This design comes from an exercise in tuning for small area, a short achievable clock period and few clock cycles per item on the open sky130 flow, not from production work. Where RTL was checked, it was by simulation tests only, not by an equivalence proof against the original. No activity file was given, so power comes from the tool's default toggle rates.

==> harbor <==
Design digitClassifier, start of the top module:
module digitClassifier
(
    input  logic      clk,
    input  logic      rst,
    input  logic      start,
    input  logic      wrEn,
    input  cnnDataPkg::memAddr_t  wrAddr,
    input  cnnDataPkg::pixel_t    wrData,
    output logic      busy,
    output logic      done,
    output cnnDataPkg::classIdx_t classIdx,
    output cnnDataPkg::score_t    bestScore
);
    logic                 wv;        
    cnnDataPkg::memAddr_t wa;        
    cnnDataPkg::pixel_t   wd;        
    logic                 replay;    
    logic [5:0]           rcnt;      
    logic                 rv;        
    cnnDataPkg::pixel_t   rdData;    
    always_ff @(posedge clk) begin
        wv <= wrEn && !busy;
        if (replay) begin
            wa <= {1'b0, rcnt};
            wd <= rdData;
        end else begin
            wa <= wrAddr;
            wd <= wrData;
        end
    end
    cnnDataPkg::pixel_t pix [64];
    cnnDataPkg::pixel_t fc [36];
    logic [3:0] kOne [9];
    logic [3:0] kTwo [9];
    logic [3:0] kNeg [9];
    logic [3:0] wdOne;
    logic [3:0] wdTwo;
    logic [3:0] wdNeg;
    assign wdOne[0] = wd[0] ^ 1'b0;
    assign wdTwo[0] = (wd[1] & ~wd[0] & ~1'b0) | (~wd[1] & wd[0] & 1'b0);
    assign wdNeg[0] = wd[1];
    assign wdOne[1] = wd[2] ^ wd[1];
    assign wdTwo[1] = (wd[3] & ~wd[2] & ~wd[1]) | (~wd[3] & wd[2] & wd[1]);
    assign wdNeg[1] = wd[3];
    assign wdOne[2] = wd[4] ^ wd[3];
  ...
clock: 10.0 ns
lec_check: 0
cap_margin: 20
core_margin: 2
core_utilization: 40
slew_margin: 20
standard.sh (not shown) runs the stock make flow with config.mk's settings and CLKGATE_MAP_FILE= SYNTH_SCRIPT=/design/flow/synth_recipe.tcl, a recipe that flattens the netlist after the stock synthesis.
==> flow/flow/run.sh <==
#!/bin/bash
set -euo pipefail
bash standard.sh SETUP_SLACK_MARGIN=6 finish > standard_make.log 2>&1
==> ember: changes against harbor <==
==> flow/run.sh (new file) <==
#!/bin/bash
# synth_recipe.tcl (not shown) runs the flow's synth.tcl, then flattens the netlist and writes it again
# the make line also repeats each setting of config.mk as NAME=value (left out here)
make -C /OpenROAD-flow-scripts/flow DESIGN_CONFIG=/design/flow/config.mk WORK_HOME=/design/flow/orfs CLKGATE_MAP_FILE= SYNTH_SCRIPT=/design/flow/synth_recipe.tcl finish
removed: flow/flow/run.sh
removed: flow/standard.sh
==> indigo: changes against harbor <==
==> flow/run.sh (new file) <==
#!/bin/bash
# synth_recipe.tcl (not shown) runs the flow's synth.tcl, then flattens the netlist and writes it again
# the make line also repeats each setting of config.mk as NAME=value (left out here)
make -C /OpenROAD-flow-scripts/flow DESIGN_CONFIG=/design/flow/config.mk WORK_HOME=/design/flow/orfs CLKGATE_MAP_FILE= SYNTH_SCRIPT=/design/flow/synth_recipe.tcl finish
--- a/flow/config.mk
+++ b/flow/config.mk
@@ -8,4 +8,5 @@
 export CAP_MARGIN = 20
 export CORE_MARGIN = 2
 export CORE_UTILIZATION = 40
+export SETUP_SLACK_MARGIN = 5
 export SLEW_MARGIN = 20
removed: flow/flow/run.sh
removed: flow/standard.sh
==> flow_summary.yaml <==
power_and_ir_drop:
  comb_power_share_pct: 46.3
grt:
  grt.total_usage_pct: 21.40
status:
  status: "no timing/DRC/antenna violations"
route:
  met2WireLength_um: 96100
(the above is from indigo)
==> flow_summary.yaml <==
status:
  status: "no timing/DRC/antenna violations"
synth:
  synth_flop_cell: "edfxtp_1"
grt:
  grt.total_usage_pct: 21.25
route:
  met2WireLength_um: 94160
layout:
  clock_buffers: 211
  buffer_area_share_pct: 2.400
placement:
  placed_area_sq_mm: 0.07919
(the above is from harbor)
==> flow_summary.yaml <==
power_and_ir_drop:
  p_sw_share_pct: 40.09
  comb_power_share_pct: 45.8
  power.total_mw: 30.05
floorplan:
  rows: 159
route:
  met2WireLength_um: 95650
synth:
  synth_warnings: 16
status:
  status: "no timing/DRC/antenna violations"
(the above is from ember)
No run of this note included a check of the RTL's function; only the layout flow was run.

---

==> run F: inputs <==
Another version of the RTL of digitClassifier (not shown whole).
export LEC_CHECK = 0
export CAP_MARGIN = 20
export CORE_MARGIN = 2
export CORE_UTILIZATION = 40
export SLEW_MARGIN = 20
create_clock -name core_clock -period 10.0 [get_ports {clk}]
==> flow/flow/run.sh <==
#!/bin/bash
set -euo pipefail
bash standard.sh SETUP_SLACK_MARGIN=6.5 finish > standard_make.log 2>&1
==> run E: changes against run F <==
--- a/flow/design.v
+++ b/flow/design.v
@@ -50,64 +50,73 @@
     output logic      done,
     output cnnDataPkg::classIdx_t classIdx,
     output cnnDataPkg::score_t    bestScore
 );
     logic                 wv;        
     cnnDataPkg::memAddr_t wa;        
     cnnDataPkg::pixel_t   wd;        
+    cnnDataPkg::pixel_t   wdm;       
     logic                 replay;    
     logic [5:0]           rcnt;      
+    logic                 rqv;       
     logic                 rv;        
+    logic [5:0]           rqa;
+    cnnDataPkg::pixel_t   rdq;
     cnnDataPkg::pixel_t   rdData;    
     always_ff @(posedge clk) begin
-        wv <= wrEn && !busy;
-        if (replay) begin
-            wa <= {1'b0, rcnt};
-            wd <= rdData;
+        wv  <= wrEn && !busy;
+        rdq <= rdData;
+        rqa <= rcnt;
+        if (wrEn) begin
+            wdm <= wrData;
+        end
+        if (rqv) begin
+            wa <= {1'b0, rqa};
+            wd <= rdq;
         end else begin
             wa <= wrAddr;
             wd <= wrData;
         end
     end
     cnnDataPkg::pixel_t pix [64];
     cnnDataPkg::pixel_t fc [36];
     logic [3:0] kOne [9];
     logic [3:0] kTwo [9];
     logic [3:0] kNeg [9];
     logic [3:0] wdOne;
     logic [3:0] wdTwo;
     logic [3:0] wdNeg;
-    assign wdOne[0] = wd[0] ^ 1'b0;
-    assign wdTwo[0] = (wd[1] & ~wd[0] & ~1'b0) | (~wd[1] & wd[0] & 1'b0);
-    assign wdNeg[0] = wd[1];
-    assign wdOne[1] = wd[2] ^ wd[1];
-    assign wdTwo[1] = (wd[3] & ~wd[2] & ~wd[1]) | (~wd[3] & wd[2] & wd[1]);
-    assign wdNeg[1] = wd[3];
-    assign wdOne[2] = wd[4] ^ wd[3];
-    assign wdTwo[2] = (wd[5] & ~wd[4] & ~wd[3]) | (~wd[5] & wd[4] & wd[3]);
-    assign wdNeg[2] = wd[5];
-    assign wdOne[3] = wd[6] ^ wd[5];
-    assign wdTwo[3] = (wd[7] & ~wd[6] & ~wd[5]) | (~wd[7] & wd[6] & wd[5]);
-    assign wdNeg[3] = wd[7];
+    assign wdOne[0] = wdm[0] ^ 1'b0;
+    assign wdTwo[0] = (wdm[1] & ~wdm[0] & ~1'b0) | (~wdm[1] & wdm[0] & 1'b0);
+    assign wdNeg[0] = wdm[1];
+    assign wdOne[1] = wdm[2] ^ wdm[1];
+    assign wdTwo[1] = (wdm[3] & ~wdm[2] & ~wdm[1]) | (~wdm[3] & wdm[2] & wdm[1]);
+    assign wdNeg[1] = wdm[3];
+    assign wdOne[2] = wdm[4] ^ wdm[3];
+    assign wdTwo[2] = (wdm[5] & ~wdm[4] & ~wdm[3]) | (~wdm[5] & wdm[4] & wdm[3]);
+    assign wdNeg[2] = wdm[5];
+    assign wdOne[3] = wdm[6] ^ wdm[5];
+    assign wdTwo[3] = (wdm[7] & ~wdm[6] & ~wdm[5]) | (~wdm[7] & wdm[6] & wdm[5]);
+    assign wdNeg[3] = wdm[7];
     always_ff @(posedge clk) begin
         for (int a = 0; a < 64; a++) begin
             if (wv && wa == 7'(0 + a)) begin
-                pix[a] <= wd;
+                pix[a] <= wdm;
             end
         end
         for (int t = 0; t < 9; t++) begin
             if (wv && wa == 7'(64 + t)) begin
                 kOne[t] <= wdOne;
                 kTwo[t] <= wdTwo;
                 kNeg[t] <= wdNeg;
             end
         end
         for (int a = 0; a < 36; a++) begin
             if (wv && wa == 7'(73 + a)) begin
-                fc[a] <= wd;
+                fc[a] <= wdm;
             end
         end
     end
     always_comb begin
         rdData = '0;
         for (int a = 0; a < 64; a++) begin
             if (rcnt == 6'(a)) begin
@@ -132,19 +141,21 @@
     end
     assign accept = start && !busy;
     always_ff @(posedge clk or negedge rst) begin
         if (!rst) begin
             evPrev   <= 1'b0;
             passDone <= 1'b0;
             replay   <= 1'b0;
+            rqv      <= 1'b0;
             rv       <= 1'b0;
         end else begin
             evPrev   <= ev;
             passDone <= passDoneNext;
-            rv       <= replay;
+            rqv      <= replay;
+            rv       <= rqv;
             if (accept && !passDoneNext) begin
                 replay <= 1'b1;
             end else if (rcnt == 6'd63) begin
                 replay <= 1'b0;
             end
         end
     end
@@ -4067,20 +4078,25 @@
     always_ff @(posedge clk or negedge rst) begin
         if (!rst) begin
             a2Final <= 1'b0;
         end else begin
             a2Final <= accFinal;
         end
     end
+    cnnDataPkg::score_t sc0, sc1, sc2, sc3;
     always_ff @(posedge clk) begin
-        sel01  <= s1gt0;
-        sel23  <= s3gt2;
-        best01 <= s1gt0 ? score1 : score0;
-        best23 <= s3gt2 ? score3 : score2;
+        sel01 <= s1gt0;
+        sel23 <= s3gt2;
+        sc0   <= score0;
+        sc1   <= score1;
+        sc2   <= score2;
+        sc3   <= score3;
     end
+    assign best01 = sel01 ? sc1 : sc0;
+    assign best23 = sel23 ? sc3 : sc2;
     logic selHi;
     logic selHi_g0, selHi_e0;
     assign selHi_g0 = (best23[0] & ~best01[0]);
     assign selHi_e0 = ~(best23[0] ^ best01[0]);
     logic selHi_g1, selHi_e1;
     assign selHi_g1 = (best23[1] & ~best01[1]);
     assign selHi_e1 = ~(best23[1] ^ best01[1]);
@@ -4193,15 +4209,15 @@
     assign selHi_g37 = selHi_g36 | (selHi_e36 & selHi_g35);
     assign selHi_e37 = selHi_e36 & selHi_e35;
     logic selHi_g38, selHi_e38;
     assign selHi_g38 = selHi_g34 | (selHi_e34 & selHi_g37);
     assign selHi_e38 = selHi_e34 & selHi_e37;
     assign selHi = selHi_g38;
     logic report;
-    assign report = busy && !done && !replay && !rv && a2Final;
+    assign report = busy && !done && !replay && !rqv && !rv && a2Final;
     always_ff @(posedge clk or negedge rst) begin
         if (!rst) begin
             busy <= 1'b0;
             done <= 1'b0;
         end else begin
             done <= report;
             if (accept) begin
==> qor summary <==
| metric | run E | run F |
|---|---|---|
| Run status | no timing/DRC/antenna violations | no timing/DRC/antenna violations |
| Met3 usage | 0.0451 | 0.0457 |
| Initial standard-cell utilization of the core | 0.403 | 0.403 |
| Cts repair resizes | 145 | 240 |
| Met1 usage | 0.284 | 0.299 |
| Clock distribution power | 6.55 mW | 6.15 mW |
| Time the worst path needs with I/O delays and setup | 4250 ps | 4270 ps |
| Post-synthesis instance area | 77800 um2 | 76500 um2 |
| Combinational group power | 15.1 mW | 17.7 mW |
| Max transition margin | 0.176 | 0.174 |
| Multiplexer fraction of the synthesized cell area | 0.00881 | 0.0113 |
| Synth Area in Simple Gates | 0.0600 | 0.0600 |
| Ratio of routed vias to standard cells | 5.44 | 5.48 |
| Post-CTS setup-driven buffer insertion count | 101 | 198 |
| Launching point of the worst reg2reg path | wd[2]$_DFF_P_ | wd[5]$_DFF_P_ |
| Number of cells produced by synthesis | 6045 | 5986 |
| Hold Slack | 325 ps | 318 ps |
| Top achievable clock speed | 236 MHz | 234 MHz |
| Hold Startpoint | lb[10][4]$_DFF_P_ | lb[4][7]$_DFF_P_ |
| Setup slack of the critical path after layout | 5750 ps | 5730 ps |
| Arrival time of the worst setup path | 5000 ps | 4960 ps |
| Core Box Area | 193000 um2 | 190000 um2 |
| Switching Power | 12.4 mW | 13.6 mW |
| WL per Instance | 24.4 um | 24.4 um |
| Tot GR Track Use | 0.218 | 0.221 |
Testbench counts of run F, summed over its fixed seeds: cycles 14,160, images 192.
Function not checked in run E: the RTL went through the layout flow alone.

## re-timing with driven ports
The results above use ideal ports. As a check the final layouts listed here were re-extracted and re-timed, cells and wires unchanged.
Step 1, drivers: a clkbuf_16 drives clk and a buf_2 each remaining input, both assumed.
Step 2, shift: input delay + t, output delay - t, t = (earliest + latest rising clock arrival at the registers) / 2. This alone moves slack from input paths to output paths.
Three values: ideal ports, drivers, drivers and shift; two values: the first two.
run | t, ns | slack for setup (ns) | hold WS [ns] | worst setup path at the end | pins driven straight from the clock port
harbor | 0.882 | 5.463 / 5.463 / 5.463 | 0.322 / 0.322 / 0.322 | register to register | 1
ember | 0.889 | 4.358 / 4.358 / 4.358 | 0.323 / 0.323 / 0.323 | register to register | 1
indigo | 0.887 | 5.219 / 5.219 / 5.219 | 0.323 / 0.323 / 0.323 | register to register | 1
run F | 0.888 | 5.735 / 5.735 / 5.735 | 0.318 / 0.318 / 0.318 | register to register | 1
run E | 0.920 | 5.755 / 5.755 / 5.755 | 0.325 / 0.325 / 0.325 | register to register | 1
After both steps setup and hold are still met in every run listed.
